This design comes from an exercise in tuning for small area, a short achievable clock period and few clock cycles on the open sky130 flow, not from production work.
At most, simulation tests tie the RTL to the original design; equivalence was not proved.
No driver is modelled on the clock port, so clocking that relies on it looks cheaper here than on a real chip.

run 4:
==> flow/design.v (excerpt) <==
module mul_accel_top #(
  parameter int unsigned StreamerCsrNum = 6
) (
  input  logic  clk_i,
  input  logic  rst_n_i,
  input  mul_accel_pkg::addr_t csr_req_addr_i,
  input  mul_accel_pkg::word_t csr_req_data_i,
  input  logic  csr_req_write_i,
  input  logic  csr_req_valid_i,
  output logic  csr_req_ready_o,
  output mul_accel_pkg::word_t csr_rsp_data_o,
  output logic  csr_rsp_valid_o,
  input  logic  csr_rsp_ready_i,
  output mul_accel_pkg::addr_t tcdm_addr_o,
  output mul_accel_pkg::word_t tcdm_wdata_o,
  output logic  tcdm_write_o,
  output logic  tcdm_req_o,
  input  logic  tcdm_gnt_i,
  input  mul_accel_pkg::word_t tcdm_rdata_i,
  input  logic  tcdm_rvalid_i
);
Settings: LEC_CHECK=0, CAP_MARGIN=20, CORE_MARGIN=8, CORE_UTILIZATION=40, CTS_BUF_LIST=sky130_fd_sc_hd__clkbuf_16, CTS_CLUSTER_DIAMETER=100, CTS_CLUSTER_SIZE=20, PLACE_DENSITY=0.6, SETUP_SLACK_MARGIN=4, SLEW_MARGIN=20; clock period 8.0 ns.
standard.sh (not shown) runs the stock make flow with config.mk's settings and CLKGATE_MAP_FILE= SYNTH_SCRIPT=/design/flow/synth_recipe.tcl, a recipe that flattens the netlist after the stock synthesis.
==> flow/flow/run.sh <==
#!/bin/bash
set -euo pipefail
ARGS="BUFFER_PORTS_ARGS=-buffer_cell sky130_fd_sc_hd__buf_1"
R=orfs/results/sky130hd/mul_accel_top/base
bash standard.sh "$ARGS" cts > flow_make_cts.log 2>&1
SKEW_DB=$R/4_cts.odb SKEW_SDC=$R/4_cts.sdc SKEW_OUT=$R/4_cts.odb \
  SKEW_DLY=sky130_fd_sc_hd__clkdlybuf4s18_1 SKEW_DRV=sky130_fd_sc_hd__clkbuf_8 \
  openroad -no_init -exit flow/skew.tcl > skew.log 2>&1
bash standard.sh "$ARGS" finish > flow_make_finish.log 2>&1
Other scripts of this flow, unchanged in this note and not shown: flow/flow/skew.tcl
### run 4 -> run 1
--- a/flow/design.v
+++ b/flow/design.v
@@ -199,19 +199,19 @@
   logic [31:0] base_a_q, base_b_q, base_c_q, len_q, count_q;
   logic [3:0]  shift_q;
   logic [3:0]  shl_q, shh_q;
   logic        rsp_valid_q;
   logic [6:0]  rsel_q;
   logic        st_a_q, st_b_q, st_c_q, st_t_q;
   logic        first_q, last_q;
   logic [31:0] idx_q;
   logic [31:0] addr_q;
-  logic        ga_q, ga2_q, gb_q, s1_q, s2_q, cv_q;
+  logic        ga_q, gb_q, s1_q, s2_q, cv_q;
   logic [15:0] a_q;
   logic [31:0] c_q;
   logic busy;
   assign busy = st_a_q | st_b_q | st_c_q | st_t_q;
   logic       req_fire, wr, hi_zero;
   logic [3:0] a4;
   logic       start;
   assign req_fire = csr_req_valid_i & ~rsp_valid_q;
   assign wr       = req_fire & csr_req_write_i;
@@ -235,21 +235,20 @@
   always_ff @(posedge clk_i or negedge rst_n_i) begin
     if (!rst_n_i) begin
       cpend_q <= 1'b0;
     end else if (req_fire) begin
       cpend_q <= rsel_d[4];
     end else if (csr_rsp_ready_i) begin
       cpend_q <= 1'b0;
     end
   end
-  always_ff @(posedge clk_i or negedge rst_n_i) begin
-    if (!rst_n_i) rsel_q <= '0;
-    else if (req_fire) rsel_q <= rsel_d;
+  always_ff @(posedge clk_i) begin
+    if (req_fire) rsel_q <= rsel_d;
   end
   assign csr_rsp_data_o = ({32{rsel_q[0]}} & base_a_q) | ({32{rsel_q[1]}} & base_b_q) |
                           ({32{rsel_q[2]}} & base_c_q) | ({32{rsel_q[3]}} & len_q) |
                           ({32{rsel_q[4]}} & count_q) | ({32{rsel_q[5]}} & {28'd0, shift_q}) |
                           {31'd0, rsel_q[6]};
   assign csr_req_ready_o = ~rsp_valid_q;
   assign csr_rsp_valid_o = rsp_valid_q;
   logic        va_q, vb_q, vc_q, vl_q;
   logic [31:0] wdata_z;
@@ -327,71 +326,56 @@
     for (int i = 0; i < 32; i++) begin
       ok = ok & ((x[i] ^ y[i] ^ k[i]) == c);
       c  = (x[i] & y[i]) | ((x[i] ^ y[i]) & ~k[i]);
     end
     sum_eq = ok;
   endfunction
   logic [31:0] nbase;
   logic        ncin;
   logic [32:0] nsum;
-  logic ta_q, tc_q, last_d;
-  assign last_d = sum_eq(idx_q, 32'd2, len_q);
-  assign nbase  = ({32{ta_q}} & base_a_q) | ({32{st_a_q}} & base_b_q) | ({32{tc_q}} & base_c_q);
-  assign ncin   = ta_q | st_a_q;
-  always_ff @(posedge clk_i or negedge rst_n_i) begin
-    if (!rst_n_i) begin
-      ta_q <= 1'b1;
-      tc_q <= 1'b0;
+  always_comb begin
+    if (st_a_q) begin
+      nbase = base_b_q;  ncin = 1'b1;
+    end else if (st_b_q || (st_c_q && last_q)) begin
+      nbase = base_c_q;  ncin = 1'b0;
     end else begin
-      if (start | gnt_a | adv_c) ta_q <= 1'b0;
-      if (start | adv_c) tc_q <= 1'b0;
-      if (gnt_a) tc_q <= 1'b1;
-      if (gnt_b) begin
-        ta_q <= ~last_d;
-        tc_q <= last_d;
-      end
-      if (done) begin
-        ta_q <= 1'b1;
-        tc_q <= 1'b0;
-      end
+      nbase = base_a_q;  ncin = 1'b1;
     end
   end
   assign nsum = {nbase, ncin} + {idx_q, 1'b1};
   always_ff @(posedge clk_i or negedge rst_n_i) begin
     if (!rst_n_i) begin
       st_a_q  <= 1'b0;
       st_b_q  <= 1'b0;
       st_c_q  <= 1'b0;
       st_t_q  <= 1'b0;
       first_q <= 1'b0;
       last_q  <= 1'b0;
       ga_q    <= 1'b0;
-      ga2_q   <= 1'b0;
       gb_q    <= 1'b0;
       s1_q    <= 1'b0;
       s2_q    <= 1'b0;
       cv_q    <= 1'b0;
     end else begin
       ga_q <= gnt_a;
-      ga2_q <= ga_q;
       gb_q <= gnt_b;
       if (start) begin
         st_a_q  <= 1'b1;
         first_q <= 1'b1;
       end
       if (gnt_a) begin
         st_a_q <= 1'b0;
         st_b_q <= 1'b1;
       end
       if (gnt_b) begin
         st_b_q <= 1'b0;
         st_c_q <= 1'b1;
-        last_q <= last_d;
+        last_q <= sum_eq(idx_q, 32'd2, len_q);
       end
       if (adv_c) begin
         st_c_q  <= 1'b0;
         first_q <= 1'b0;
         if (last_q) st_t_q <= 1'b1;
         else        st_a_q <= 1'b1;
       end
       if (done) begin
         st_t_q <= 1'b0;
@@ -450,38 +434,30 @@
       mag = x3 ? 3'd4 - sum : sum;
       sel1_d[i] = mag == 3'd1;
       sel2_d[i] = mag == 3'd2;
       sel3_d[i] = mag == 3'd3;
       sel4_d[i] = mag == 3'd4;
       if (i < 2) neg_d[i] = x3;
     end
   end
   assign ld_enc = gb_q | s1_fire;
-  always_ff @(posedge clk_i or negedge rst_n_i) begin
-    if (!rst_n_i) begin
-      a_q    <= '0;
-      t_q    <= '0;
-      sel1_q <= '0;
-      sel2_q <= '0;
-      sel3_q <= '0;
-      sel4_q <= '0;
-      neg_q  <= '0;
-    end else begin
-    if (ga_q) a_q <= tcdm_rdata_i[15:0];
-    if (ga2_q) t_q <= {2'b00, a_q} + {1'b0, a_q, 1'b0};
+  always_ff @(posedge clk_i) begin
+    if (ga_q) begin
+      a_q <= tcdm_rdata_i[15:0];
+      t_q <= {2'b00, tcdm_rdata_i[15:0]} + {1'b0, tcdm_rdata_i[15:0], 1'b0};
+    end
     if (ld_enc) begin
       sel1_q <= sel1_d;
       sel2_q <= sel2_d;
       sel3_q <= sel3_d;
       sel4_q <= sel4_d;
       neg_q  <= neg_d;
     end
-    end
   end
   always_ff @(posedge clk_i) begin
     if (gb_q) bhi_q <= tcdm_rdata_i[15:8];
     if (s1_fire | s2_q) c_q[31:8] <= msum;
     if (s2_q) c_q[7:0] <= c_q[15:8];
   end
   logic [31:0] shl_c;
   always_comb begin
     for (int i = 0; i < 32; i++) begin
### Flow results
Run 1 ends up with a portion of the layout cell area used by non-clock buffers that is 0.53 points higher than in run 4.
met4 as the top layer reached by signal wires was reported by run 4, and met5 by run 1.
Taking run 4 as the reference, in run 1 final design instance area without fill was more or less identical, synthesized cell count went up by 22, worst hold slack went up by 0.0046 ns, number of well taps went up by 1.1%.
For run 1, the start point of the critical path was last_q, unlike run 4, where it was c_q[23].
Of the two values seen for termination of the worst setup path, tcdm_wdata_o[22] was produced by run 4 and addr_q[30] by run 1.
No functional check of the RTL was part of any run of this note.

* * *

Setup of old:
mul_accel_top, a different RTL version from the one above (not shown whole).
Size: ~2,100 cells after synthesis, roughly 350 flip-flops, about 200 I/O pins, ~0.022 mm^2 of cells after synthesis.
clock: 8.0 ns
lec_check: 0
cap_margin: 20
core_margin: 8
core_utilization: 40
cts_buf_list: sky130_fd_sc_hd__clkbuf_16
cts_cluster_diameter: 100
cts_cluster_size: 20
place_density: 0.6
setup_slack_margin: 4
slew_margin: 20
Scripts as last shown in full above: flow/flow/run.sh
Other scripts of this flow, unchanged in this note and not shown: flow/flow/skew.tcl
Testbench counts of old, summed over its fixed seeds: cycles 11,462.
The following lists how new was set up differently from old:
-- flow/design.v --
<<< old, line 206
  logic [31:0] idx_q;
  logic [31:0] addr_q;
  logic        ga_q, gb_q, s1_q, s2_q, cv_q;
  logic [15:0] a_q;
  logic [31:0] c_q;
>>> new, line 206
  logic [31:0] idx_q;
  logic [31:0] addr_q;
  logic        ga_q, ga2_q, gb_q, s1_q, s2_q, cv_q;
  logic [15:0] a_q;
  logic [31:0] c_q;
<<< old, line 218
  assign hi_zero  = csr_req_addr_i[31:4] == '0;
  assign a4       = csr_req_addr_i[3:0];
  assign start    = wr & hi_zero & (a4 == 4'd4) & ~busy & (len_q != '0);
  logic [6:0] rsel_d;
  logic       rd;
>>> new, line 218
  assign hi_zero  = csr_req_addr_i[31:4] == '0;
  assign a4       = csr_req_addr_i[3:0];
  assign start    = wr & hi_zero & (a4 == 4'd4) & ~busy & vl_q & (len_q != '0);
  logic [6:0] rsel_d;
  logic       rd;
<<< old, line 251
  assign csr_req_ready_o = ~rsp_valid_q;
  assign csr_rsp_valid_o = rsp_valid_q;
  always_ff @(posedge clk_i or negedge rst_n_i) begin
    if (!rst_n_i) begin
      base_a_q <= '0;
      base_b_q <= '0;
      base_c_q <= '0;
      len_q    <= '0;
      shift_q  <= '0;
      shl_q    <= 4'b0001;
>>> new, line 251
  assign csr_req_ready_o = ~rsp_valid_q;
  assign csr_rsp_valid_o = rsp_valid_q;
  logic        va_q, vb_q, vc_q, vl_q;
  logic [31:0] wdata_z;
  logic        wr_ok, wr_a, wr_b, wr_c, wr_l;
  assign wr_ok   = wr & hi_zero & ~busy;
  assign wr_a    = wr_ok & (a4 == 4'd0);
  assign wr_b    = wr_ok & (a4 == 4'd1);
  assign wr_c    = wr_ok & (a4 == 4'd2);
  assign wr_l    = wr_ok & (a4 == 4'd3);
  assign wdata_z = csr_req_data_i & {32{wr}};
  always_ff @(posedge clk_i) begin
    if (wr_a || (!va_q && !wr)) base_a_q <= wdata_z;
    if (wr_b || (!vb_q && !wr)) base_b_q <= wdata_z;
    if (wr_c || (!vc_q && !wr)) base_c_q <= wdata_z;
    if (wr_l || (!vl_q && !wr)) len_q    <= wdata_z;
  end
  always_ff @(posedge clk_i or negedge rst_n_i) begin
    if (!rst_n_i) begin
      va_q <= 1'b0;
      vb_q <= 1'b0;
      vc_q <= 1'b0;
      vl_q <= 1'b0;
    end else begin
      if (wr_a || !wr) va_q <= 1'b1;
      if (wr_b || !wr) vb_q <= 1'b1;
      if (wr_c || !wr) vc_q <= 1'b1;
      if (wr_l || !wr) vl_q <= 1'b1;
    end
  end
  always_ff @(posedge clk_i or negedge rst_n_i) begin
    if (!rst_n_i) begin
      shift_q  <= '0;
      shl_q    <= 4'b0001;
<<< old, line 262
    end else begin
      if (wr && hi_zero && !busy) begin
        if (a4 == 4'd0) base_a_q <= csr_req_data_i;
        if (a4 == 4'd1) base_b_q <= csr_req_data_i;
        if (a4 == 4'd2) base_c_q <= csr_req_data_i;
        if (a4 == 4'd3) len_q    <= csr_req_data_i;
        if (a4 == 4'd7) begin
          shl_q <= 4'b0001 << shift_q[1:0];
>>> new, line 286
    end else begin
      if (wr && hi_zero && !busy) begin
        if (a4 == 4'd7) begin
          shl_q <= 4'b0001 << shift_q[1:0];
<<< old, line 332
      last_q  <= 1'b0;
      ga_q    <= 1'b0;
      gb_q    <= 1'b0;
      s1_q    <= 1'b0;
>>> new, line 352
      last_q  <= 1'b0;
      ga_q    <= 1'b0;
      ga2_q   <= 1'b0;
      gb_q    <= 1'b0;
      s1_q    <= 1'b0;
<<< old, line 338
    end else begin
      ga_q <= gnt_a;
      gb_q <= gnt_b;
      if (start) begin
>>> new, line 359
    end else begin
      ga_q <= gnt_a;
      ga2_q <= ga_q;
      gb_q <= gnt_b;
      if (start) begin
<<< old, line 422
  assign ld_enc = gb_q | s1_fire;
  always_ff @(posedge clk_i) begin
    if (ga_q) begin
      a_q <= tcdm_rdata_i[15:0];
      t_q <= {2'b00, tcdm_rdata_i[15:0]} + {1'b0, tcdm_rdata_i[15:0], 1'b0};
    end
    if (ld_enc) begin
      sel1_q <= sel1_d;
>>> new, line 444
  assign ld_enc = gb_q | s1_fire;
  always_ff @(posedge clk_i) begin
    if (ga_q) a_q <= tcdm_rdata_i[15:0];
    if (ga2_q) t_q <= {2'b00, a_q} + {1'b0, a_q, 1'b0};
    if (ld_enc) begin
      sel1_q <= sel1_d;
Findings:
Where setup slack after layout is concerned, old is outperformed by new. Diff old -> new: die area has decreased, synthesized area -about 1%, area growth from synthesis to layout went up by 1.1 points, final cell count without fillers fell by about 0.8%, floorplan row count lost 1.2%. Count of clock-buffer cells in the layout: new vs old up 2. Post-layout instance area: old vs new — no meaningful difference. Going from old to new, non-clock buffer count grows by 24.
Testbench counts of new, summed over its fixed seeds: cycles 11,462.

* * *

before:
mul_accel_top with an RTL version that a note above also has.
Size in the first run: ~2100 cells after synthesis, ~350 flip-flops, roughly 200 I/O pins, roughly 22000 um^2 of cells after synthesis.
clock: 8.0 ns
lec_check: 0
cap_margin: 20
core_margin: 8
core_utilization: 60
cts_buf_list: sky130_fd_sc_hd__clkbuf_16
cts_cluster_diameter: 100
cts_cluster_size: 20
place_density: 0.75
setup_slack_margin: 4
slew_margin: 20
==> flow/flow/run.sh <==
#!/bin/bash
set -euo pipefail
ARGS="BUFFER_PORTS_ARGS=-buffer_cell sky130_fd_sc_hd__buf_1"
R=orfs/results/sky130hd/mul_accel_top/base
bash standard.sh "$ARGS" cts > flow_make_cts.log 2>&1
SKEW_DB=$R/4_cts.odb SKEW_SDC=$R/4_cts.sdc SKEW_OUT=$R/4_cts.odb \
  SKEW_DLY=sky130_fd_sc_hd__clkdlybuf4s18_1 SKEW_DRV=sky130_fd_sc_hd__clkbuf_16 \
  openroad -no_init -exit flow/skew.tcl > skew.log 2>&1
bash standard.sh "$ARGS" finish > flow_make_finish.log 2>&1
Other scripts of this flow, unchanged in this note and not shown: flow/flow/skew.tcl
[inputs] after vs before
diff --git a/flow/design.v b/flow/design.v
--- a/flow/design.v
+++ b/flow/design.v
@@ -229,23 +229,14 @@
     end else if (req_fire) begin
       rsp_valid_q <= 1'b1;
     end else if (csr_rsp_ready_i) begin
       rsp_valid_q <= 1'b0;
     end
   end
   always_ff @(posedge clk_i or negedge rst_n_i) begin
-    if (!rst_n_i) begin
-      cpend_q <= 1'b0;
-    end else if (req_fire) begin
-      cpend_q <= rsel_d[4];
-    end else if (csr_rsp_ready_i) begin
-      cpend_q <= 1'b0;
-    end
-  end
-  always_ff @(posedge clk_i or negedge rst_n_i) begin
     if (!rst_n_i) rsel_q <= '0;
     else if (req_fire) rsel_q <= rsel_d;
   end
   assign csr_rsp_data_o = ({32{rsel_q[0]}} & base_a_q) | ({32{rsel_q[1]}} & base_b_q) |
                           ({32{rsel_q[2]}} & base_c_q) | ({32{rsel_q[3]}} & len_q) |
                           ({32{rsel_q[4]}} & count_q) | ({32{rsel_q[5]}} & {28'd0, shift_q}) |
                           {31'd0, rsel_q[6]};
@@ -296,31 +287,33 @@
   end
   logic gnt_a, gnt_b, gnt_c, adv_c, done;
   assign gnt_a = st_a_q & tcdm_gnt_i;
   assign gnt_b = st_b_q & tcdm_gnt_i;
   assign gnt_c = req_c & tcdm_gnt_i;
   assign adv_c = st_c_q & (first_q | gnt_c);
   assign done  = st_t_q & gnt_c;
-  logic cnt_pend, cnt_hold, creq_q, dfr_q, req_c, cpend_q;
-  assign cnt_pend = cpend_q;
-  assign cnt_hold = cnt_pend | dfr_q;
-  assign req_c    = (st_c_q | st_t_q) & cv_q & (creq_q | ~cnt_hold);
+  logic        req_c;
+  logic        cy_q, hip_q;
+  logic [16:0] cnt_lo;
+  logic [15:0] cnt_hi;
+  assign req_c  = (st_c_q | st_t_q) & cv_q;
+  assign cnt_lo = {1'b0, count_q[15:0]} + {1'b0, len_q[15:0]};
+  assign cnt_hi = count_q[31:16] + len_q[31:16] + {15'd0, cy_q};
   always_ff @(posedge clk_i or negedge rst_n_i) begin
     if (!rst_n_i) begin
       count_q <= '0;
-      creq_q  <= 1'b0;
-      dfr_q   <= 1'b0;
+      cy_q    <= 1'b0;
+      hip_q   <= 1'b0;
     end else begin
-      creq_q <= req_c & ~tcdm_gnt_i;
-      if (!cnt_pend && (gnt_c || dfr_q)) begin
-        count_q <= count_q + 32'd1;
-        dfr_q   <= 1'b0;
-      end else if (gnt_c) begin
-        dfr_q   <= 1'b1;
+      hip_q <= start;
+      if (start) begin
+        count_q[15:0] <= cnt_lo[15:0];
+        cy_q          <= cnt_lo[16];
       end
+      if (hip_q) count_q[31:16] <= cnt_hi;
     end
   end
   function automatic logic sum_eq(input logic [31:0] x, input logic [31:0] y, input logic [31:0] k);
     logic ok;
     logic c;
     ok = 1'b1;
     c  = 1'b0;
Notes after the runs:
All of after and before finish clean.
Setup slack: after less than before
[after] layout overhead on the synthesized area fell 0.90 points relative to before
Final cell area: after above before
On wire length: between after and before, it ends up lower for before.
The final net count of after exceeds that of before by 142.
Between after and before, it is after whose instance count on the critical path is lower, by 2.
Summary — post-place setup slack, after relative to before: lower, by 28 ps.
Testbench counts of after, summed over its fixed seeds: cycles 11,462.
Function not checked in before: the RTL went through the layout flow alone.

port drivers added, routing unchanged:
The flow's constraints put no driver on any port. The routed layouts listed below were extracted and timed again, unchanged, in two steps. Step 1, drivers: a clkbuf_16 drives clk_i and a buf_2 each remaining input, both assumed. Step 2, shift: input delay + t, output delay - t, t = (earliest + latest rising clock arrival at the registers) / 2. This alone moves slack from input paths to output paths. a / b / c = ideal / step 1 / step 2; a / b = the first two.
run | t (ns) | setup slack, ns | worst setup path after step 2 | clock arrival spread, ns
run 4 | 0.782 | 3.993 / 3.938 / 3.581 | input to register | 0.416 / 0.416
run 1 | 0.747 | 4.071 / 4.038 / 3.457 | input to register | 0.394 / 0.394
old | 0.756 | 4.050 / 3.996 / 3.514 | input to register | 0.384 / 0.384
new | 0.758 | 4.065 / 4.007 / 3.670 | input to register | 0.394 / 0.393
before | 0.776 | 4.092 / 4.036 / 3.543 | input to register | 0.398 / 0.398
after | 0.747 | 4.049 / 4.001 / 3.586 | input to register | 0.390 / 0.390
In every run listed the clock reaches the registers at very different times; t lies between them, and the last value is a rough guide only. The setup slack of run 1, which loses most, moves by -0.033 ns with the drivers and by -0.614 ns with both steps.
